Source: an optimization exercise on an open RTL-to-GDS flow (aim: small area, a short achievable clock period and few clock cycles). Production flows keep margins and buffers that such runs may drop. In this exercise RTL edits were held to simulation tests only and were not proved equivalent to the original. Power figures rest on the tool's default switching activity, not on a simulated workload.

$ cat design/flow/config.mk
export PLATFORM = sky130hd
export DESIGN_NAME = indexed_array_insert_remove
export DESIGN_NICKNAME = indexed_array_insert_remove
export VERILOG_FILES = /design/flow/design.v
export SDC_FILE = /design/flow/constraint.sdc
export NUM_CORES = 4
export LEC_CHECK = 0
export ABC_CLOCK_PERIOD_IN_PS = 2000
export CAP_MARGIN = 20
export CELL_PAD_IN_SITES_DETAIL_PLACEMENT = 2
export CELL_PAD_IN_SITES_GLOBAL_PLACEMENT = 2
export CORE_MARGIN = 5
export CORE_UTILIZATION = 28
export CTS_CLUSTER_DIAMETER = 60
export CTS_CLUSTER_SIZE = 20
export PLACE_DENSITY = 0.5
export SETUP_SLACK_MARGIN = 1.9
export SLEW_MARGIN = 20
$ cat design/flow/constraint.sdc
create_clock -name core_clock -period 5.0 [get_ports {clk_i}]
set_input_delay 1.0000 -clock core_clock [delete_from_list [all_inputs] [get_ports {clk_i}]]
set_output_delay 1.0000 -clock core_clock [all_outputs]
set_load 0.01 [all_outputs]
$ cat design/flow/design.v
`timescale 1ns / 1ps
package iair_pkg;
  localparam int unsigned OpW    = 3;
  localparam int unsigned IdxW   = 7;
  localparam int unsigned CntW   = 7;
  localparam int unsigned DataW  = 32;
  localparam int unsigned StatW  = 2;
  localparam logic [OpW-1:0] OP_INS_AT  = 3'd0;
  localparam logic [OpW-1:0] OP_INS_FRT = 3'd1;
  localparam logic [OpW-1:0] OP_INS_BCK = 3'd2;
  localparam logic [OpW-1:0] OP_REMOVE  = 3'd3;
  localparam logic [OpW-1:0] OP_READ    = 3'd4;
  localparam logic [StatW-1:0] ST_OK      = 2'd0;
  localparam logic [StatW-1:0] ST_BAD_IDX = 2'd1;
  localparam logic [StatW-1:0] ST_FULL    = 2'd2;
  localparam logic [StatW-1:0] ST_BAD_LEN = 2'd3;
  typedef struct packed {
    logic [OpW-1:0]          op;
    logic [IdxW-1:0]         index;
    logic [IdxW-1:0]         length;
    logic signed [DataW-1:0] value;
  } req_t;
  typedef struct packed {
    logic [StatW-1:0]        status;
    logic [CntW-1:0]         count;
    logic signed [DataW-1:0] read_value;
  } rsp_t;
endpackage
`timescale 1ns / 1ps
module iair_mem #(
  parameter int unsigned DEPTH = 64,
  parameter int unsigned AW    = $clog2(DEPTH)
) (
  input  logic                            clk_i,
  input  logic                            we_i,
  input  logic [AW-1:0]                   waddr_i,
  input  logic [iair_pkg::DataW-1:0]      wdata_i,
  input  logic [DEPTH-1:0]                rsel_i,    
  output logic [iair_pkg::DataW-1:0]      rdata_o
);
  logic [iair_pkg::DataW-1:0] mem_q [DEPTH];
  always_ff @(posedge clk_i) begin
    if (we_i) begin
      mem_q[waddr_i] <= wdata_i;
    end
  end
  always_comb begin
    rdata_o = '0;
    for (int j = 0; j < DEPTH; j++) rdata_o = rdata_o | ({iair_pkg::DataW{rsel_i[j]}} & mem_q[j]);
  end
endmodule
`timescale 1ns / 1ps
module iair_ctrl #(
  parameter int unsigned DEPTH = 64,
  parameter int unsigned K     = 4,
  parameter int unsigned AW    = $clog2(DEPTH)
) (
  input  logic                            clk_i,
  input  logic                            rst_ni,
  input  logic                            req_valid_i,
  output logic                            req_ready_o,
  input  iair_pkg::req_t                  req_data_i,
  output logic                            rsp_valid_o,
  input  logic                            rsp_ready_i,
  output iair_pkg::rsp_t                  rsp_data_o,
  output logic                            mem_we_o,
  output logic [AW-1:0]                   mem_waddr_o,
  output logic [iair_pkg::DataW-1:0]      mem_wdata_o,
  output logic [DEPTH-1:0]                mem_rsel_o,
  input  logic [iair_pkg::DataW-1:0]      mem_rdata_i
);
  localparam int unsigned CW = iair_pkg::CntW;
  localparam int unsigned IW = iair_pkg::IdxW;
  localparam int unsigned SW = iair_pkg::StatW;
  logic                       r_vld_q;
  logic                       r_at_q, r_frt_q, r_bck_q, r_rem_q, r_rd_q;   
  logic [IW:0]                r_end_q;     
  logic                       r_lenz_q;    
  logic                       r_long_q;    
  logic [K-1:0]               r_dn_q;      
  logic [IW-1:0]              r_idx_q;
  logic [IW-1:0]              r_len_q;
  logic [iair_pkg::DataW-1:0] r_val_q;
  logic [CW-1:0]              count_q;
  logic                       q_vld_q;
  logic                       q_cont_q;    
  logic                       q_long_q;    
  logic                       q_ins_q;     
  logic                       q_rem_q;     
  logic [K-1:0]               q_dn_q;      
  logic [DEPTH-1:0]           q_sel_q;     
  logic [DEPTH-1:0]           q_th_q;      
  logic [IW-1:0]              q_len_q;     
  logic [iair_pkg::DataW-1:0] q_val_q;
  logic                       q_rd_q;
  logic [SW-1:0]              q_status_q;
  logic [AW-1:0]              ord_q [DEPTH];
  logic [AW-1:0]              ord_d [DEPTH];
  logic                       y_vld_q;
  logic [SW-1:0]              y_status_q;
  logic [CW-1:0]              y_count_q;
  logic [DEPTH-1:0]           y_sel_q;     
  logic                       o_vld_q, s_vld_q;
  iair_pkg::rsp_t             o_q, s_q;
  logic room_q;     
  logic ready_q;    
  logic qgo;        
  logic qfree;      
  logic rmove;      
  logic take;       
  logic pop;
  logic ymove;
  assign qgo   = q_vld_q && room_q;
  assign qfree = !q_vld_q || (room_q && !q_long_q);
  assign rmove = r_vld_q && qfree;
  assign req_ready_o = ready_q;   
  assign take  = req_valid_i && req_ready_o;
  assign pop   = o_vld_q && rsp_ready_i;
  assign ymove = y_vld_q && (!(o_vld_q && s_vld_q) || pop);
  assign rsp_valid_o = o_vld_q;
  assign rsp_data_o  = o_q;
  logic [K-1:0] dn_first, dn_next;
  logic [K-1:0] dn_in;
  logic [IW-1:0] len_next;
  assign len_next = q_len_q - IW'(K);
  assign dn_first = r_dn_q;
  always_comb begin
    for (int s = 1; s < K; s++) begin
      dn_in[s-1]    = (req_data_i.length == IW'(s));
      dn_next[s-1]  = (len_next == IW'(s));
    end
    dn_next[K-1]  = (len_next >= IW'(K));
    dn_in[K-1]    = (req_data_i.length >= IW'(K));
  end
  logic [SW-1:0]              status;
  logic                       ins_ok, rem_ok, rd_ok;
  logic [CW-1:0]              count_d;
  logic [DEPTH-1:0]           th;
  logic [DEPTH-1:0]           sel;
  logic                       is_ins, is_rem, is_rd;
  logic                       idx_lt, idx_le, end_le, full, pos_ok;
  logic [IW:0]                end_x;
  logic [CW-1:0]              cnt_inc, cnt_dec;
  assign is_ins = r_at_q || r_frt_q || r_bck_q;
  assign is_rem = r_rem_q;
  assign is_rd  = r_rd_q;
  assign idx_lt = r_idx_q <  IW'(count_q);
  assign idx_le = r_idx_q <= IW'(count_q);
  assign end_x  = r_end_q;
  assign end_le = end_x <= (IW + 1)'(count_q);
  assign full   = count_q[CW-1];                  
  assign pos_ok = !r_at_q || idx_le;
  assign cnt_inc = count_q + CW'(1);
  assign cnt_dec = count_q - CW'(r_len_q);
  always_comb begin
    ins_ok = is_ins && pos_ok && !full;
    rem_ok = is_rem && idx_lt && end_le && !r_lenz_q;
    rd_ok  = is_rd && idx_lt;
    status = iair_pkg::ST_OK;
    if (is_ins) begin
      if (!pos_ok)      status = iair_pkg::ST_BAD_IDX;
      else if (full)    status = iair_pkg::ST_FULL;
    end
    if (is_rem) begin
      if (!idx_lt)      status = iair_pkg::ST_BAD_IDX;
      else if (!end_le) status = iair_pkg::ST_BAD_LEN;
    end
    if (is_rd && !idx_lt) status = iair_pkg::ST_BAD_IDX;
    count_d = ({CW{ins_ok}} & cnt_inc) | ({CW{rem_ok}} & cnt_dec) |
              ({CW{!ins_ok && !rem_ok}} & count_q);
  end
  always_comb begin
    for (int j = 0; j < DEPTH; j++) begin
      if (r_frt_q)      sel[j] = (j == 0);
      else if (r_bck_q) sel[j] = IW'(count_q) == IW'(j);
      else              sel[j] = r_idx_q == IW'(j);
      if (r_frt_q)      th[j] = 1'b1;
      else if (r_bck_q) th[j] = IW'(count_q) <= IW'(j);
      else              th[j] = r_idx_q <= IW'(j);
    end
  end
  logic                       ins;
  logic                       shift;
  logic [K-1:0]               dn;
  logic [K*AW-1:0]            win [DEPTH];
  logic [K*AW-1:0]            win_sel;
  logic [AW-1:0]              ext [DEPTH + K];
  logic [DEPTH-1:0]           isel;
  assign ins   = room_q && q_ins_q;
  assign shift = room_q && q_rem_q;
  assign dn    = q_dn_q;
  always_comb begin
    for (int j = 0; j < DEPTH; j++) begin
      for (int k = 0; k < K; k++) win[j][k*AW +: AW] = ord_q[(j + k) % DEPTH];
    end
    isel = q_sel_q;
    win_sel = '0;
    for (int j = 0; j < DEPTH; j++) win_sel = win_sel | ({K*AW{isel[j]}} & win[j]);
    for (int m = 0; m < DEPTH; m++) ext[m] = ord_q[m];
    for (int k = 0; k < K; k++) ext[DEPTH + k] = win_sel[k*AW +: AW];
  end
  always_comb begin
    for (int j = 0; j < DEPTH; j++) begin
      logic ge_i, gt_p, eq_p;
      logic [AW-1:0] v;
      ge_i = shift && q_th_q[j];
      gt_p = ins && ((j > 0) ? q_th_q[(j > 0) ? j - 1 : 0] : 1'b0);
      eq_p = ins && isel[j];
      v = ({AW{eq_p}} & ord_q[DEPTH-1]) | ({AW{!ge_i && !gt_p && !eq_p}} & ord_q[j]);
      if (j > 0) v = v | ({AW{gt_p}} & ord_q[(j > 0) ? j - 1 : 0]);
      for (int s = 1; s <= K; s++) v = v | ({AW{ge_i && dn[s-1]}} & ext[j + s]);
      ord_d[j] = v;
    end
  end
  always_ff @(posedge clk_i or negedge rst_ni) begin
    if (!rst_ni) begin
      for (int j = 0; j < DEPTH; j++) ord_q[j] <= AW'(j);
    end else begin
      for (int j = 0; j < DEPTH; j++) ord_q[j] <= ord_d[j];
    end
  end
  iair_pkg::rsp_t rsp_new;
  assign mem_we_o    = ins;
  assign mem_waddr_o = ord_q[DEPTH-1];
  assign mem_wdata_o = q_val_q;
  assign mem_rsel_o = y_sel_q;
  assign rsp_new.status     = y_status_q;
  assign rsp_new.count      = y_count_q;
  assign rsp_new.read_value = mem_rdata_i;
  logic r_vld_d, q_vld_d, q_cont_d, q_long_d, q_ins_d, q_rem_d;
  logic y_vld_d, o_vld_d, s_vld_d;
  always_comb begin
    r_vld_d  = r_vld_q;
    q_vld_d  = q_vld_q;
    q_cont_d = q_cont_q;
    q_long_d = q_long_q;
    q_ins_d  = q_ins_q;
    q_rem_d  = q_rem_q;
    y_vld_d  = y_vld_q;
    o_vld_d  = o_vld_q;
    s_vld_d  = s_vld_q;
    if (take)       r_vld_d = 1'b1;
    else if (rmove) r_vld_d = 1'b0;
    if (rmove) begin
      q_vld_d  = 1'b1;
      q_cont_d = 1'b0;
      q_long_d = rem_ok && r_long_q;
      q_ins_d  = ins_ok;
      q_rem_d  = rem_ok;
    end else if (qgo) begin
      q_vld_d  = q_long_q;
      q_cont_d = q_long_q;
      q_long_d = q_long_q && (q_len_q > IW'(2 * K));
      q_ins_d  = 1'b0;
      q_rem_d  = q_long_q;
    end
    if (qgo && !q_cont_q) y_vld_d = 1'b1;
    else if (ymove)       y_vld_d = 1'b0;
    if (pop) begin
      o_vld_d = s_vld_q || ymove;
      s_vld_d = s_vld_q && ymove;
    end else if (ymove) begin
      o_vld_d = 1'b1;
      s_vld_d = o_vld_q;
    end
  end
  always_ff @(posedge clk_i or negedge rst_ni) begin
    if (!rst_ni) begin
      r_vld_q  <= 1'b0;
      count_q  <= '0;
      q_vld_q  <= 1'b0;
      q_cont_q <= 1'b0;
      q_long_q <= 1'b0;
      q_ins_q  <= 1'b0;
      q_rem_q  <= 1'b0;
      y_vld_q  <= 1'b0;
      o_vld_q  <= 1'b0;
      s_vld_q  <= 1'b0;
      ready_q  <= 1'b1;
      room_q   <= 1'b1;
    end else begin
      if (rmove) count_q <= count_d;
      r_vld_q  <= r_vld_d;
      q_vld_q  <= q_vld_d;
      q_cont_q <= q_cont_d;
      q_long_q <= q_long_d;
      q_ins_q  <= q_ins_d;
      q_rem_q  <= q_rem_d;
      y_vld_q  <= y_vld_d;
      o_vld_q  <= o_vld_d;
      s_vld_q  <= s_vld_d;
      ready_q  <= !r_vld_d || !q_vld_d ||
                  (!(y_vld_d && o_vld_d && s_vld_d) && !q_long_d);
      room_q   <= !(y_vld_d && o_vld_d && s_vld_d);
    end
  end
  always_ff @(posedge clk_i) begin
    if (take) begin
      r_at_q   <= (req_data_i.op == iair_pkg::OP_INS_AT);
      r_frt_q  <= (req_data_i.op == iair_pkg::OP_INS_FRT);
      r_bck_q  <= (req_data_i.op == iair_pkg::OP_INS_BCK);
      r_rem_q  <= (req_data_i.op == iair_pkg::OP_REMOVE);
      r_rd_q   <= (req_data_i.op == iair_pkg::OP_READ);
      r_end_q  <= {1'b0, req_data_i.index} + {1'b0, req_data_i.length};
      r_lenz_q <= (req_data_i.length == '0);
      r_long_q <= (req_data_i.length > IW'(K));
      r_dn_q   <= dn_in;
      r_idx_q <= req_data_i.index;
      r_len_q <= req_data_i.length;
      r_val_q <= req_data_i.value;
    end
    if (rmove) begin
      q_dn_q     <= dn_first;
      q_len_q    <= r_len_q;
      q_val_q    <= r_val_q;
      q_rd_q     <= rd_ok;
      q_status_q <= status;
    end else if (qgo) begin
      q_len_q    <= len_next;
      q_dn_q     <= dn_next;
    end
    if (qgo && !q_cont_q) begin
      y_status_q <= q_status_q;
      y_count_q  <= count_q;    
    end
    if (pop) begin
      if (s_vld_q && ymove) s_q <= rsp_new;
    end else if (ymove) begin
      if (o_vld_q) s_q <= rsp_new;
    end
  end
  always_ff @(posedge clk_i or negedge rst_ni) begin
    if (!rst_ni) begin
      q_th_q  <= '0;
      q_sel_q <= '0;
      y_sel_q <= '0;
      o_q     <= '0;
    end else begin
      if (rmove) begin
        q_th_q  <= th;
        q_sel_q <= sel;
      end
      if (qgo && !q_cont_q) begin
        for (int j = 0; j < DEPTH; j++) y_sel_q[j] <= q_rd_q && (win_sel[AW-1:0] == AW'(j));
      end
      if (pop) begin
        if (s_vld_q)    o_q <= s_q;
        else if (ymove) o_q <= rsp_new;
      end else if (ymove && !o_vld_q) begin
        o_q <= rsp_new;
      end
    end
  end
endmodule
`timescale 1ns / 1ps
module indexed_array_insert_remove (
  input  logic        clk_i,
  input  logic        rst_ni,
  input  logic        req_valid_i,
  output logic        req_ready_o,
  input  logic [2:0]  req_op_i,
  input  logic [6:0]  req_index_i,
  input  logic [6:0]  req_length_i,
  input  logic [31:0] req_value_i,
  output logic        rsp_valid_o,
  input  logic        rsp_ready_i,
  output logic [1:0]  rsp_status_o,
  output logic [6:0]  rsp_count_o,
  output logic [31:0] rsp_read_value_o
);
  localparam int unsigned DEPTH = 64;
  localparam int unsigned K     = 4;
  localparam int unsigned AW    = $clog2(DEPTH);
  iair_pkg::req_t             req_data;
  iair_pkg::rsp_t             rsp_data;
  logic                       mem_we;
  logic [AW-1:0]              mem_waddr;
  logic [iair_pkg::DataW-1:0] mem_wdata;
  logic [DEPTH-1:0]           mem_rsel;
  logic [iair_pkg::DataW-1:0] mem_rdata;
  assign req_data.op     = req_op_i;
  assign req_data.index  = req_index_i;
  assign req_data.length = req_length_i;
  assign req_data.value  = req_value_i;
  assign rsp_status_o     = rsp_data.status;
  assign rsp_count_o      = rsp_data.count;
  assign rsp_read_value_o = rsp_data.read_value;
  iair_ctrl #(
    .DEPTH (DEPTH),
    .K     (K),
    .AW    (AW)
  ) u_ctrl (
    .clk_i       (clk_i),
    .rst_ni      (rst_ni),
    .req_valid_i (req_valid_i),
    .req_ready_o (req_ready_o),
    .req_data_i  (req_data),
    .rsp_valid_o (rsp_valid_o),
    .rsp_ready_i (rsp_ready_i),
    .rsp_data_o  (rsp_data),
    .mem_we_o    (mem_we),
    .mem_waddr_o (mem_waddr),
    .mem_wdata_o (mem_wdata),
    .mem_rsel_o  (mem_rsel),
    .mem_rdata_i (mem_rdata)
  );
  iair_mem #(
    .DEPTH (DEPTH),
    .AW    (AW)
  ) u_mem (
    .clk_i   (clk_i),
    .we_i    (mem_we),
    .waddr_i (mem_waddr),
    .wdata_i (mem_wdata),
    .rsel_i  (mem_rsel),
    .rdata_o (mem_rdata)
  );
endmodule
$ cat design/flow/run.sh
#!/bin/bash
# synth_recipe.tcl (not shown) runs the flow's synth.tcl, then flattens the netlist and writes it again
# the make line also repeats each setting of config.mk as NAME=value (left out here)
make -C /OpenROAD-flow-scripts/flow DESIGN_CONFIG=/design/flow/config.mk WORK_HOME=/design/flow/orfs CLKGATE_MAP_FILE= SYNTH_SCRIPT=/design/flow/synth_recipe.tcl finish
==> results of run 1 <==
registers in the layout (all words and copies together) (netlist names), 7 cells and up:
signal / cells
u_ctrl.q_val_q: 32
u_ctrl.r_end_q: 8
u_mem.mem_q: 2048
u_ctrl.q_th_q: 64
u_ctrl.q_len_q: 7
u_ctrl.q_sel_q: 63
u_ctrl.y_count_q: 7
u_ctrl.ord_q: 384
u_ctrl.r_idx_q: 7
u_ctrl.s_q: 41
u_ctrl.count_q: 7
u_ctrl.o_q: 41
u_ctrl.r_val_q: 32
u_ctrl.r_len_q: 7
u_ctrl.y_sel_q: 64
critical path: stages, from the launching register on:
cell	delay (ns)
dfrtp_2	0.62
buf_4	0.34
a22o_1	0.26
a221oi_1	0.39
nand4_1	0.23
or4_1	0.73
a222oi_1	0.38
nand3_1	0.13
how the worst min path moves through the flow:
stage	start	end	slack (ns)
finish	u_ctrl.q_status_q[0]	u_ctrl.y_status_q[0]	0.42
global route	u_ctrl.r_val_q[19]	u_ctrl.q_val_q[19]	0.41
CTS	rst_ni	u_ctrl.ord_q[7][4]	0.11
detailed placement	u_ctrl.r_val_q[15]	u_ctrl.q_val_q[15]	0.41
global placement	u_ctrl.r_val_q[31]	u_ctrl.q_val_q[31]	0.40
floorplan	u_ctrl.r_val_q[0]	u_ctrl.q_val_q[0]	0.40
routing by layer:
| layer | up-vias | global-route usage | share of wire |
|---|---|---|---|
| li1 | 40500 | - | - |
| met1 | 63100 | 0.533 | 0.42 |
| met2 | 9136 | 0.525 | 0.41 |
| met3 | 1853 | 0.109 | 0.12 |
| met4 | 32 | 0.147 | 0.047 |
| met5 | - | 0.000404 | 0.00026 |
power groups by stage:
| stage | combinational (W) | sequential [W] | clock [W] |
|---|---|---|---|
| 6_report | 0.0132 | 0.0295 | 0.0268 |
| 5_1_grt | 0.0134 | 0.0295 | 0.0280 |
| 4_1_cts | 0.0126 | 0.0294 | 0.0270 |
| 3_5_place_dp | 0.0125 | 0.0299 | 0 |
| 3_3_place_gp | 0.0123 | 0.0298 | 0 |
| 2_1_floorplan | 0.00566 | 0.0294 | 0 |
cells by family (layout without fill, tap and decap cells):
group	count (synthesis)	in the layout	synth area share
flip-flops	2843	2843	0.644
AND/OR/NAND/NOR	1169	1170	0.0473
multiplexers	44	44	0.00344
AO/OA/AOI/OAI	4295	4295	0.257
XOR/XNOR	11	11	0.000753
other	0	36	0
buffers and inverters	1318	1562	0.0435
adder cells (fa/ha/maj)	36	36	0.00364
cell usage after synthesis (16+ instances only):
cell type	count	area, sq um
edfxtp_1	2209	66300
a22o_1	1040	9110
clkbuf_1	1016	3810
a22oi_1	993	7450
a221oi_1	827	7240
dfrtp_1	440	11000
a21oi_1	428	2140
o21ai_0	423	2120
nand2_1	310	1160
nand4_1	244	1530
nor2_1	212	796
dfstp_2	194	5100
o22ai_1	167	1040
a221o_1	144	1440
nand3_1	102	510
buf_2	98	490
buf_1	85	319
a222oi_1	77	771
buf_6	53	597
nor3_1	51	255
or4_1	50	375
and2_1	47	294
mux2i_1	44	440
inv_1	36	135
o211ai_1	36	270
ha_1	34	425
a31oi_1	26	163
buf_4	26	195
and2_0	25	156
and3_1	19	119
o21a_1	17	128
nor2b_1	16	100
o21ai_1	16	80.1
cell type report:
class / count / area (sq um) / share of cell area
clock inverter: 251 / 2980 / 0.0196
timing repair buffer: 895 / 8500 / 0.0559
multi-input combinational: 5556 / 41100 / 0.270
antenna: 36 / 90.1 / 0.000593
sequential: 2843 / 82800 / 0.544
clock buffer: 377 / 8900 / 0.0585
tap: 6000 / 7510 / 0.0494
inverter: 39 / 161 / 0.00106
timing repair:
| action | in CTS | in global routing |
|---|---|---|
| buffers inserted | 61 | 62 |
| hold buffers | 0 | 1 |
| pin swaps | 19 | 14 |
| gates cloned | 1 | 1 |
| resized for setup | 150 | 76 |
| endpoints found under the hold margin | 0 | 12 |
| endpoints found under the setup margin | 1006 | 129 |
stage by stage:
step                      hold WS (ns)  utilization  worst slack, ns  instance area (sq um)  cells
after global routing             0.414        0.333             1.87                 152000  16000
after detailed placement         0.406        0.302             1.15                 138000  15200
after CTS                        0.114        0.331             1.83                 151000  15900
after floorplan                  0.400            -             1.54                 128000   9716
final                            0.420        0.333             1.76                 152000  16000
after global placement           0.402        0.302             1.20                 138000  15200
==> qor.yml, run 1 <==
detailed_routing:
  via_per_inst: 7.16
  ant_nets: 0
  via_count: 115000
  routed_wl_um: 918000
  drc: 0
  firstDrtPassIters: 7
  drt_iter0_markers: 21700
  wl_per_cell_um: 57.4
placed_design:
  dp_hpwl_um: 581000
  place_congestion: 1.04
  port_buffers: 95
synthesis:
  syn_area_sq_mm: 0.128
  yosys_warnings: 6
  synth_flop_cell: "edfxtp_1"
  ys_types: 77
  synth-async-reset-ratio: 0.223
  ys_ff_latch: 2843
  synthCells: 9716
  synth.yosys.seq_area_share: 0.644
  syn-num-nets: 9805
  syn_area_per_cell_sq_um: 13.2
  synth_edf_count: 2209
timing:
  setup_viol: 0
  worst_pin_slew_ns: 1.27
  period_share: 0.648
  tns_ns: 0
  layout_min_cycle_time_ns: 3.24
  max-slew-margin-rel: 0.154
  max_freq_ghz: 0.308
  skew_ns: 0.0794
  hold_viol_final: 0
  rsz0062_at_grt: "yes"
  slew_violations: 0
floorplanning:
  die_h_um: 686
  die-area_sq_mm: 0.470
  rows: 248
  initial_utilization: 0.281
  ioPinCount: 96
  dieWidth_um: 686
  coreArea_sq_mm: 0.456
layout:
  final_common_cell: "edfxtp_1"
  final_cell_mix: "edfxtp_1, a22o_1, a22oi_1"
  drive_gt1_frac: 0.192
  final_nets: 9761
  fillers: 46300
  syn2layout_area_growth_pct: 18.8
worst_hold_path:
  hp-class: "flip-flop to flip-flop"
  holdPathStages: 0
global_routing:
  antenna_found_initial: 122
  first_global_vias: 111000
  grt_pass1_wl_um: 1170000
  grt-ovfl-total: 0
  grt_max_degree: 154
  track_usage: 0.372
power_and_ir_drop:
  seq_power_share: 0.425
  clockPowerShare: 0.385
  power_w: 0.0694
  power.density_mw_per_mm2: 457
  swShare: 0.354
  p_switching_w: 0.0246
  p_comb_frac: 0.190
  leakage_nw: 48.7
  max-vdd-ir-drop_uv: 392
  internal_power_w: 0.0448
clock_network:
  cts-root-buf: "clkbuf_16"
  cts_buffers: 337
  clk_path_buf_depth: 4
  clk_pin_slew_ns: 0.07
  cts_max_level: 5
  clk-insertion-delay-late_ns: 0.98
  clock-sinks: 2843
  cts_tree: "built"
critical_path:
  worstPathMaxFanout: 11
  arrival_ns: 4.07
  regToRegEndpoint: "u_ctrl.ord_q[63][2]"
  rrSetupSlack_ns: 1.76
  crit_end: "u_ctrl.ord_q[63][2]"
  path_class: "flip-flop to flip-flop"
  endpoint_kind: "flip-flop"
  cp-start-kind: "flip-flop"
  crit_start: "u_ctrl.q_sel_q[19]"
  timing.rr.start: "u_ctrl.q_sel_q[19]"
  ff2ff_path_depth: 7
  required_ns: 5.83
flow_run:
  drv_cap: 0
run_status:
  outcome: "finished clean"
Testbench counts, summed over its fixed seeds: cycles 5,023.
==> inputs of run 2 (changes only) <==
--- a/design/flow/config.mk
+++ b/design/flow/config.mk
@@ -11,8 +11,8 @@
 export CELL_PAD_IN_SITES_GLOBAL_PLACEMENT = 2
 export CORE_MARGIN = 5
 export CORE_UTILIZATION = 28
-export CTS_CLUSTER_DIAMETER = 60
-export CTS_CLUSTER_SIZE = 20
+export CTS_CLUSTER_DIAMETER = 100
+export CTS_CLUSTER_SIZE = 24
 export PLACE_DENSITY = 0.5
 export SETUP_SLACK_MARGIN = 1.9
 export SLEW_MARGIN = 20
==> run 2 against run 1 <==
Net effect:
- setup slack lost 0.046 ns
- combinational power is essentially flat
- synthesized cell count is the same
- count of clock-buffer cells in the layout shrank 115
- total power shrank 15%
- fmax shrank 1.4%
- die area is the same
- critical path type unchanged
- highest routed layer unchanged
==> qor.yml, run 2 <==
run_status:
  outcome: "finished clean"
clock_network:
  cts_tree: "built"
  cts_buffers: 168  # -50%
  clk-insertion-delay-late_ns: 0.97  # about the same
  cts_max_level: 4  # -1
  cts-root-buf: "clkbuf_16"
  clock-sinks: 2843  # unchanged
  clk_pin_slew_ns: 0.11  # +0.04 ns
  clk_path_buf_depth: 4  # unchanged
critical_path:
  worstPathMaxFanout: 18  # +7
  critPathMaxStageDelay_ns: 0.72  # about the same
  regToRegEndpoint: "u_ctrl.ord_q[63][1]"
  crit_start: "u_ctrl.q_sel_q[63]"
  ff2ff_path_depth: 7  # unchanged
  path_class: "flip-flop to flip-flop"
  timing.rr.start: "u_ctrl.q_sel_q[63]"
  cp-start-kind: "flip-flop"
  arrival_ns: 4.12  # +0.05 ns
  required_ns: 5.83  # about the same
  worst_path_max_delay_cell: "or4_1"
  endpoint_kind: "flip-flop"
  rrSetupSlack_ns: 1.71  # -0.05 ns
  crit_end: "u_ctrl.ord_q[63][1]"
  path_cells: "buf_4 > a22o_1 > a221oi_1 > nand4_1 > or4_1 > a32oi_1 > nand3_1"
synthesis:
  synthTopCellsByCount: "edfxtp_1, a22o_1, clkbuf_1"
  syn-num-nets: 9805  # unchanged
  syn_area_sq_mm: 0.128  # unchanged
  yosys_warnings: 6  # unchanged
  synth_edf_count: 2209  # unchanged
  ys_ff_latch: 2843  # unchanged
  synth-async-reset-ratio: 0.223  # unchanged
  ys_types: 77  # unchanged
  synthCells: 9716  # unchanged
  synthTopCellsByArea: "edfxtp_1, dfrtp_1, a22o_1"
  yosys.area.top_type: "edfxtp_1"
  synth.most_common_cell: "edfxtp_1"
  syn_area_per_cell_sq_um: 13.2  # unchanged
  synth_flop_cell: "edfxtp_1"
  synth.yosys.seq_area_share: 0.644  # unchanged
  synth_top_area_frac: 0.519  # unchanged
timing:
  max_freq_ghz: 0.304  # -1.4%
  tns_ns: 0  # unchanged
  skew_ns: 0.115  # +0.0360 ns
  worst_slack_ns: 1.71  # -0.0461 ns
  hold_ws_ns: 0.426  # +0.00579 ns
  slew_violations: 0  # unchanged
  max-slew-margin-rel: 0.170  # +0.0161
  layout_min_cycle_time_ns: 3.29  # +0.0461 ns
  hold_viol_final: 0  # unchanged
  rsz0062_at_grt: "yes"
  period_share: 0.658  # +0.00922
  worst_pin_slew_ns: 1.25  # -0.0241 ns
  setup_viol: 0  # unchanged
power_and_ir_drop:
  power.density_mw_per_mm2: 404  # -12%
  max-vdd-ir-drop_uv: 398  # +1.5%
  leakage_nw: 45.5  # -6.5%
layout:
  largest_reg_flops: 2048  # unchanged
  drive_gt1_frac: 0.160  # -0.0322
  fillers: 46700  # +0.88%
  post-route-util: 0.319  # -0.0144
  largest_registers: "u_mem.mem_q: 2048 flops, u_ctrl.ord_q: 384 flops"
  final_nets: 9595  # -1.7%
  final_cell_mix: "edfxtp_1, a22o_1, a22oi_1"
  final_common_cell: "edfxtp_1"
  fin_cells: 15700  # -1.9%
  syn2layout_area_growth_pct: 13.7
  regMostFlops: "u_mem.mem_q"
detailed_routing:
  via_per_inst: 7.24  # +1.1%
  routed_wl_um: 914000  # -0.34%
  drc: 0  # unchanged
  wl_per_cell_um: 58.3  # +1.6%
  ant_nets: 0  # unchanged
  drt_iter0_markers: 22100  # +2.1%
  via_count: 114000  # -0.85%
  firstDrtPassIters: 8  # +1
floorplanning:
  dieWidth_um: 686  # unchanged
  ioPinCount: 96  # unchanged
  die-area_sq_mm: 0.470  # unchanged
  coreArea_sq_mm: 0.456  # unchanged
  die_h_um: 686  # unchanged
  rows: 248  # unchanged
  initial_utilization: 0.281  # unchanged
global_routing:
  first_global_vias: 109000  # -1.8%
  grt_max_degree: 154  # unchanged
  track_usage: 0.370  # -0.00174
  antenna_found_initial: 127  # +4.1%
  grt-ovfl-total: 0  # unchanged
  top_usage_layer: "met1"
  gr-usage-met2: 0.525  # +0.000555
  grt_pass1_wl_um: 1160000  # -0.61%
  use_met3: 0.108  # -0.00137
  grt.met1_usage: 0.533  # about the same
placed_design:
  dp.cells: 15200  # unchanged
  port_buffers: 95  # unchanged
  place_congestion: 1.04  # unchanged
  dp_hpwl_um: 581000  # unchanged
  dp_slack_ns: 1.15  # unchanged
worst_hold_path:
  hp-class: "flip-flop to flip-flop"
flow_run:
  drv_cap: 0  # unchanged
## run 2: cell count changes in the layout (fill, tap and decap cells not counted), moves of 7 or more
cell	change
buf_4	+11
buf_6	-8
bufinv_16	-23
clkbuf_1	+67
clkbuf_16	-174
clkbuf_8	-7
clkinv_1	-10
clkinv_2	-28
clkinv_4	-25
clkinv_8	-11
clkinvlp_4	-35
inv_6	-33
inv_8	-29
## run 2: final cells by class
class	instances	area [sq um]	share of cell area
clock inverter	48	651	0.00447
timing repair buffer	898	8470	0.0582
sequential	2843	82800	0.569
clock buffer	262	4670	0.0321
tap	6000	7510	0.0516
multi-input combinational	5556	41100	0.283
inverter	39	161	0.00111
antenna	42	105	0.000723
## run 2: logic make-up (layout without fill, tap and decap cells)
group                    count (synthesis)  in the layout  synth area share
buffers and inverters                 1318           1247            0.0435
other                                    0             42                 0
AND/OR/NAND/NOR                       1169           1170            0.0473
adder cells (fa/ha/maj)                 36             36           0.00364
AO/OA/AOI/OAI                         4295           4295             0.257
XOR/XNOR                                11             11          0.000753
flip-flops                            2843           2843             0.644
multiplexers                            44             44           0.00344
## run 2: through the flow
| step | total power, W | instance area, sq um |
|---|---|---|
| floorplan | 0.0351 | 128000 |
| global placement | 0.0421 | 138000 |
| detailed placement | 0.0424 | 138000 |
| CTS | 0.0582 | 144000 |
| global route | 0.0601 | 145000 |
| finish | 0.0588 | 145000 |
## run 2: worst min-delay path by stage
stage	cells past startpoint	end	startpoint
after floorplan	0	u_ctrl.q_val_q[0]	u_ctrl.r_val_q[0]
after global placement	0	u_ctrl.q_val_q[31]	u_ctrl.r_val_q[31]
after detailed placement	0	u_ctrl.q_val_q[15]	u_ctrl.r_val_q[15]
after CTS	1	u_ctrl.ord_q[8][4]	rst_ni
after global routing	0	u_ctrl.y_status_q[0]	u_ctrl.q_status_q[0]
final	0	u_ctrl.q_val_q[12]	u_ctrl.r_val_q[12]
## run 2: per-layer routing
metal | share of wire | routed length (um) | vias to the layer above
li1 | - | - | 39900
met1 | 0.42 | 388000 | 63200
met2 | 0.41 | 375000 | 8840
met3 | 0.12 | 110000 | 1697
met4 | 0.045 | 41400 | 28
met5 | 0.00039 | 353 | -
## run 2: critical path: cells and delay by family, from the launching register on
kind                   cells  cell delay [ns]
and+or+nand+nor            3             1.14
buffers and inverters      1             0.41
DFF                        1             0.58
AOI/OAI and AO/OA          3             1.02
## run 2: power by group
| group | internal [W] | total, W | switching [W] |
|---|---|---|---|
| Combinational | 0.00234 | 0.0132 | 0.0109 |
| Sequential | 0.0278 | 0.0295 | 0.00169 |
| Clock | 0.00688 | 0.0161 | 0.00922 |
| Total | 0.0370 | 0.0588 | 0.0218 |
## run 2: what timing repair did
action,CTS,global route
setup endpoints to repair,1025,201
setup buffers,80,47
gates resized for setup,151,67
gates cloned,0,1
pin swaps,20,14
hold buffers,0,1
endpoints found under the hold margin,0,12
==> inputs of run 3 (changes only) <==
--- a/design/flow/design.v
+++ b/design/flow/design.v
@@ -99,9 +99,15 @@
   logic                       y_vld_q;
   logic [SW-1:0]              y_status_q;
   logic [CW-1:0]              y_count_q;
-  logic [DEPTH-1:0]           y_sel_q;     
-  logic                       o_vld_q, s_vld_q;
-  iair_pkg::rsp_t             o_q, s_q;
+  logic                       y_rd_q;
+  logic [AW-1:0]              y_slot_q;    
+  logic                       s_vld_q;
+  logic [SW-1:0]              s_status_q;
+  logic [CW-1:0]              s_count_q;
+  logic                       s_rd_q;
+  logic [AW-1:0]              s_slot_q;
+  logic                       o_vld_q;
+  iair_pkg::rsp_t             o_q;
   logic room_q;     
   logic ready_q;    
   logic qgo;        
@@ -109,14 +115,18 @@
   logic rmove;      
   logic take;       
   logic pop;
-  logic ymove;
+  logic ofree;      
+  logic oload;      
+  logic ymove;      
   assign qgo   = q_vld_q && room_q;
   assign qfree = !q_vld_q || (room_q && !q_long_q);
   assign rmove = r_vld_q && qfree;
   assign req_ready_o = ready_q;   
   assign take  = req_valid_i && req_ready_o;
   assign pop   = o_vld_q && rsp_ready_i;
-  assign ymove = y_vld_q && (!(o_vld_q && s_vld_q) || pop);
+  assign ofree = !o_vld_q || pop;
+  assign oload = ofree && (s_vld_q || y_vld_q);
+  assign ymove = y_vld_q && (ofree || !s_vld_q);
   assign rsp_valid_o = o_vld_q;
   assign rsp_data_o  = o_q;
   logic [K-1:0] dn_first, dn_next;
@@ -136,7 +146,6 @@
   logic                       ins_ok, rem_ok, rd_ok;
   logic [CW-1:0]              count_d;
   logic [DEPTH-1:0]           th;
-  logic [DEPTH-1:0]           sel;
   logic                       is_ins, is_rem, is_rd;
   logic                       idx_lt, idx_le, end_le, full, pos_ok;
   logic [IW:0]                end_x;
@@ -171,9 +180,6 @@
   end
   always_comb begin
     for (int j = 0; j < DEPTH; j++) begin
-      if (r_frt_q)      sel[j] = (j == 0);
-      else if (r_bck_q) sel[j] = IW'(count_q) == IW'(j);
-      else              sel[j] = r_idx_q == IW'(j);
       if (r_frt_q)      th[j] = 1'b1;
       else if (r_bck_q) th[j] = IW'(count_q) <= IW'(j);
       else              th[j] = r_idx_q <= IW'(j);
@@ -219,14 +225,20 @@
       for (int j = 0; j < DEPTH; j++) ord_q[j] <= ord_d[j];
     end
   end
-  iair_pkg::rsp_t rsp_new;
+  logic [SW-1:0]  src_status;
+  logic [CW-1:0]  src_count;
+  logic           src_rd;
+  logic [AW-1:0]  src_slot;
+  assign src_status = s_vld_q ? s_status_q : y_status_q;
+  assign src_count  = s_vld_q ? s_count_q  : y_count_q;
+  assign src_rd     = s_vld_q ? s_rd_q     : y_rd_q;
+  assign src_slot   = s_vld_q ? s_slot_q   : y_slot_q;
   assign mem_we_o    = ins;
   assign mem_waddr_o = ord_q[DEPTH-1];
   assign mem_wdata_o = q_val_q;
-  assign mem_rsel_o = y_sel_q;
-  assign rsp_new.status     = y_status_q;
-  assign rsp_new.count      = y_count_q;
-  assign rsp_new.read_value = mem_rdata_i;
+  always_comb begin
+    for (int j = 0; j < DEPTH; j++) mem_rsel_o[j] = src_rd && (src_slot == AW'(j));
+  end
   logic r_vld_d, q_vld_d, q_cont_d, q_long_d, q_ins_d, q_rem_d;
   logic y_vld_d, o_vld_d, s_vld_d;
   always_comb begin
@@ -256,13 +268,10 @@
     end
     if (qgo && !q_cont_q) y_vld_d = 1'b1;
     else if (ymove)       y_vld_d = 1'b0;
-    if (pop) begin
-      o_vld_d = s_vld_q || ymove;
-      s_vld_d = s_vld_q && ymove;
-    end else if (ymove) begin
-      o_vld_d = 1'b1;
-      s_vld_d = o_vld_q;
-    end
+    if (oload)    o_vld_d = 1'b1;
+    else if (pop) o_vld_d = 1'b0;
+    if (s_vld_q)  s_vld_d = !ofree || y_vld_q;
+    else          s_vld_d = y_vld_q && !ofree;
   end
   always_ff @(posedge clk_i or negedge rst_ni) begin
     if (!rst_ni) begin
@@ -310,6 +319,8 @@
       r_val_q <= req_data_i.value;
     end
     if (rmove) begin
+      q_th_q     <= th;
+      for (int j = 0; j < DEPTH; j++) q_sel_q[j] <= th[j] && !((j > 0) ? th[(j > 0) ? j - 1 : 0] : 1'b0);
       q_dn_q     <= dn_first;
       q_len_q    <= r_len_q;
       q_val_q    <= r_val_q;
@@ -322,33 +333,19 @@
     if (qgo && !q_cont_q) begin
       y_status_q <= q_status_q;
       y_count_q  <= count_q;    
+      y_rd_q     <= q_rd_q;
+      y_slot_q   <= win_sel[AW-1:0];
     end
-    if (pop) begin
-      if (s_vld_q && ymove) s_q <= rsp_new;
-    end else if (ymove) begin
-      if (o_vld_q) s_q <= rsp_new;
-    end
-  end
-  always_ff @(posedge clk_i or negedge rst_ni) begin
-    if (!rst_ni) begin
-      q_th_q  <= '0;
-      q_sel_q <= '0;
-      y_sel_q <= '0;
-      o_q     <= '0;
-    end else begin
-      if (rmove) begin
-        q_th_q  <= th;
-        q_sel_q <= sel;
-      end
-      if (qgo && !q_cont_q) begin
-        for (int j = 0; j < DEPTH; j++) y_sel_q[j] <= q_rd_q && (win_sel[AW-1:0] == AW'(j));
-      end
-      if (pop) begin
-        if (s_vld_q)    o_q <= s_q;
-        else if (ymove) o_q <= rsp_new;
-      end else if (ymove && !o_vld_q) begin
-        o_q <= rsp_new;
-      end
+    if (ymove && (s_vld_q || !ofree)) begin
+      s_status_q <= y_status_q;
+      s_count_q  <= y_count_q;
+      s_rd_q     <= y_rd_q;
+      s_slot_q   <= y_slot_q;
+    end
+    if (oload) begin
+      o_q.status     <= src_status;
+      o_q.count      <= src_count;
+      o_q.read_value <= mem_rdata_i;
     end
   end
 endmodule
--- a/design/flow/config.mk
+++ b/design/flow/config.mk
@@ -9,10 +9,8 @@
 export CAP_MARGIN = 20
 export CELL_PAD_IN_SITES_DETAIL_PLACEMENT = 2
 export CELL_PAD_IN_SITES_GLOBAL_PLACEMENT = 2
-export CORE_MARGIN = 5
+export CORE_MARGIN = 2
 export CORE_UTILIZATION = 28
-export CTS_CLUSTER_DIAMETER = 100
-export CTS_CLUSTER_SIZE = 24
 export PLACE_DENSITY = 0.5
-export SETUP_SLACK_MARGIN = 1.9
+export SETUP_SLACK_MARGIN = 2.3
 export SLEW_MARGIN = 20
==> run 3 against run 2 <==
Net effect:
- non-clock buffer count grew 700
- clock skew shrank 0.020 ns
- wire length grew 5.9%
- combinational power grew 79%
- synthesized area shrank 2.4%
- count of clock-buffer cells in the layout grew 169
- final area grew 10%
- core utilization grew 4.2 points
- fmax shrank 8.2%
- first-iteration DRC count shrank 7.2%
- largest power group unchanged
- highest routed layer unchanged
==> qor.yml, run 3 <==
worst_hold_path:
  hp-class: "primary input to async pin"
global_routing:
  track_usage: 0.411  # +0.0404
  grt_max_degree: 132  # -14%
  antenna_found_initial: 108  # -15%
  grt_pass1_wl_um: 1220000  # +5.1%
  first_global_vias: 113000  # +3.6%
  grt-ovfl-total: 0  # unchanged
power_and_ir_drop:
  p_comb_frac: 0.306  # +0.081
  p_switching_w: 0.0301  # +38%
  swShare: 0.389  # +0.0179
  internal_power_w: 0.0473  # +28%
  leakage_nw: 52.5  # +15%
  power.density_mw_per_mm2: 481  # +19%
  power_w: 0.0773  # +32%
  max-vdd-ir-drop_uv: 378  # -4.8%
  seq_power_share: 0.380  # -0.121
  clockPowerShare: 0.314  # +0.040
synthesis:
  synth.most_common_cell: "edfxtp_1"
  syn_area_sq_mm: 0.125  # -2.4%
  synth_edf_count: 2359  # +6.8%
  synth_flop_cell: "edfxtp_1"
  yosys_warnings: 6  # unchanged
  synth-async-reset-ratio: 0.146  # -0.0774
  syn-num-nets: 9450  # -3.6%
  syn_area_per_cell_sq_um: 13.3  # +1.3%
  synth.yosys.seq_area_share: 0.650  # +0.00562
  synthCells: 9360  # -3.7%
  ys_ff_latch: 2761  # -2.9%
  synthTopCellsByCount: "edfxtp_1, a22oi_1, clkbuf_1"
  yosys.area.top_type: "edfxtp_1"
  synth_top_area_frac: 0.568  # +0.0490
  ys_types: 83  # +7.8%
  synthTopCellsByArea: "edfxtp_1, a22oi_1, a22o_1"
layout:
  largest_registers: "u_mem.mem_q: 2048 flops, u_ctrl.ord_q: 384 flops, u_ctrl.q_th_q: 64 flops"
  final_cell_mix: "edfxtp_1, a22oi_1, buf_4"
  regMostFlops: "u_mem.mem_q"
  fillers: 44500  # -4.8%
  drive_gt1_frac: 0.278  # +0.119
  final_common_cell: "edfxtp_1"
  final_nets: 10100  # +5.7%
  seqCellArea_sq_mm: 0.0812  # -1.9%
  largest_reg_flops: 2048  # unchanged
  syn2layout_area_growth_pct: 28.8
  multiInputGateArea_sq_mm: 0.0427  # +3.7%
timing:
  max_freq_ghz: 0.279  # -8.2%
  period_share: 0.716  # +0.0588
  setup_viol: 0  # unchanged
  rsz0062_at_grt: "yes"
  skew_ns: 0.0952  # -0.0202 ns
  max-slew-margin-rel: 0.159  # -0.0111
  layout_min_cycle_time_ns: 3.58  # +0.294 ns
  hold_viol_final: 0  # unchanged
  worst_pin_slew_ns: 1.26  # +0.0166 ns
  slew_violations: 0  # unchanged
  tns_ns: 0  # unchanged
detailed_routing:
  wl_met3_um: 103000  # -6.1%
  ant_nets: 0  # unchanged
  firstDrtPassIters: 9  # +1
  drt_iter0_markers: 20500  # -7.2%
  via_count: 117000  # +2.9%
  via_per_inst: 7.18  # -0.86%
  routed_wl_um: 969000  # +5.9%
  highest_layer: "met5"
  drc: 0  # unchanged
  met2_length_um: 421000  # +12%
  met1Wirelength_um: 342000  # -12%
  wl_per_cell_um: 59.5  # +2.0%
critical_path:
  cp-start-kind: "flip-flop"
  path_class: "flip-flop to flip-flop"
  required_ns: 5.70  # -0.13 ns
  arrival_ns: 4.28  # +0.16 ns
  ff2ff_path_depth: 11  # +4
  endpoint_kind: "flip-flop"
  worstPathMaxFanout: 32  # +14
floorplanning:
  die_h_um: 672  # -2.1%
  initial_utilization: 0.281  # about the same
  rows: 245  # -1.2%
  ioPinCount: 96  # unchanged
  coreArea_sq_mm: 0.444  # -2.5%
  dieWidth_um: 672  # -2.1%
  die-area_sq_mm: 0.451  # -4.1%
clock_network:
  clk_pin_slew_ns: 0.06  # -0.05 ns
  clock-sinks: 2761  # -2.9%
  cts_max_level: 5  # +1
  cts_buffers: 332  # +98%
  clk-insertion-delay-late_ns: 1.01  # +0.04 ns
  cts-root-buf: "clkbuf_16"
  clk_path_buf_depth: 4  # unchanged
  cts-hold-fix-buffers: 0  # unchanged
  cts_tree: "built"
flow_run:
  drv_cap: 0  # unchanged
placed_design:
  place_congestion: 1.07  # +3.2%
  port_buffers: 95  # unchanged
  dp_hpwl_um: 556000  # -4.4%
run_status:
  outcome: "finished clean"
-- run 3: changes by cell type after synthesis, moves of 59 or more --
cell / previous run / this run
a21oi_1: 428 / 369
a221oi_1: 827 / 648
a22o_1: 1040 / 845
a22oi_1: 993 / 1272
clkbuf_1: 1016 / 956
dfrtp_1: 440 / 208
edfxtp_1: 2209 / 2359
nand2_1: 310 / 207
nand3_1: 102 / 183
o21ai_0: 423 / 309
-- run 3: worst max-delay path: stages (launching register included) --
cell and delay (ns):
dfrtp_4 0.54, buf_12 0.16, nand3b_1 0.14, buf_6 0.14, buf_8 0.12, buf_6 0.12, a222oi_1 0.16, buf_12 0.23
a22oi_1 0.30, nand4_1 0.13, or4_4 0.55, or4_1 0.52
-- run 3: final timing paths --
path	start	end	slack, ns
max in group asynchronous	rst_ni	u_ctrl.ord_q[38][3]	3.54
max reg2reg	u_ctrl.s_vld_q	u_ctrl.o_q[25]	1.42
min in group core_clock	u_ctrl.r_val_q[4]	u_ctrl.q_val_q[4]	0.41
max	u_ctrl.s_vld_q	u_ctrl.o_q[25]	1.42
min reg2reg	u_ctrl.r_val_q[4]	u_ctrl.q_val_q[4]	0.41
min	rst_ni	u_ctrl.ord_q[5][3]	0.02
-- run 3: cells by family after synthesis --
logic type,synth area share
simple gates,0.0495
fa+ha+maj,0.00391
flops,0.650
buf+inv,0.0421
xor+xnor,0.000912
compound gates,0.252
mux,0.00164
-- run 3: cell type report --
class / count / share of cell area
inverter: 53 / 0.00154
timing repair buffer: 1598 / 0.116
multi-input combinational: 5307 / 0.265
tap: 5928 / 0.0461
clock buffer: 431 / 0.0554
timing repair inverter: 1 / 0.0000545
antenna: 41 / 0.000638
clock inverter: 168 / 0.00966
sequential: 2761 / 0.505
-- run 3: through the flow --
| step | utilization | worst slack (ns) | cells | hold WS [ns] | instance area [sq um] |
|---|---|---|---|---|---|
| 2_1_floorplan | - | 1.77 | 9360 | 0.400 | 125000 |
| 3_3_place_gp | 0.306 | 0.436 | 14900 | 0.402 | 136000 |
| 4_1_cts | 0.353 | 1.60 | 16100 | 0.0277 | 157000 |
| 3_5_place_dp | 0.306 | 0.506 | 14900 | 0.406 | 136000 |
| 6_report | 0.362 | 1.42 | 16300 | 0.0152 | 161000 |
| 5_1_grt | 0.361 | 1.49 | 16200 | 0.0521 | 161000 |
-- run 3: what timing repair did --
item	in CTS	in global routing
gates cloned	68	18
pin swaps	214	183
setup endpoints to repair	2374	477
setup buffers	501	165
hold endpoints to repair	0	0
gates resized for setup	977	400
-- run 3: metal layers --
| layer | vias to the layer above | GRT usage |
|---|---|---|
| met5 | - | 0.000106 |
| met3 | 3271 | 0.109 |
| li1 | 40800 | - |
| met4 | 44 | 0.341 |
| met1 | 62900 | 0.486 |
| met2 | 9906 | 0.627 |
-- run 3: power groups by stage --
| stage | registers, W | clock network [W] | logic (W) |
|---|---|---|---|
| 4_1_cts | 0.0293 | 0.0244 | 0.0215 |
| 6_report | 0.0294 | 0.0243 | 0.0236 |
| 3_3_place_gp | 0.0305 | 0 | 0.0173 |
| 2_1_floorplan | 0.0294 | 0 | 0.00754 |
| 5_1_grt | 0.0294 | 0.0252 | 0.0234 |
| 3_5_place_dp | 0.0305 | 0 | 0.0175 |
Testbench counts of run 3, summed over its fixed seeds: cycles 5,023.

-- what the ideal ports hide --
Ports are ideal in the flow. The routed layouts listed here were re-timed in OpenROAD.
Step 1 (the two cells are an assumption about what drives the block):
set clk [get_ports {clk_i}]
set_driving_cell -lib_cell sky130_fd_sc_hd__clkbuf_16 $clk
set_driving_cell -lib_cell sky130_fd_sc_hd__buf_2 [delete_from_list [all_inputs] $clk]
Step 2 moves the port delays by t, midway between the first and last clock arrival at a register: inputs arrive t later, outputs are due t later. That takes back most of the time a late clock gives input paths.
Slacks: ideal ports / drivers / drivers and shift; pairs: ideal ports / drivers.
| run | t (ns) | setup WS [ns] | worst hold slack (ns) | worst setup path after step 2 | worst data-port slew with drivers (ns) |
|---|---|---|---|---|---|
| run 1 | 1.055 | 1.758 / 1.758 / 1.489 | 0.420 / 0.420 / 0.420 | input to register | 0.08 |
| run 2 | 1.030 | 1.712 / 1.712 / 1.471 | 0.426 / 0.426 / 0.426 | input to register | 0.08 |
| run 3 | 1.078 | 1.418 / 1.418 / 1.418 | 0.015 / -0.047 / 0.414 | register to register | 0.06 |
After both steps every run listed still meets setup and hold. The setup slack of run 1, which loses most, moves by 0.000 ns with the drivers and by -0.269 ns with both steps.
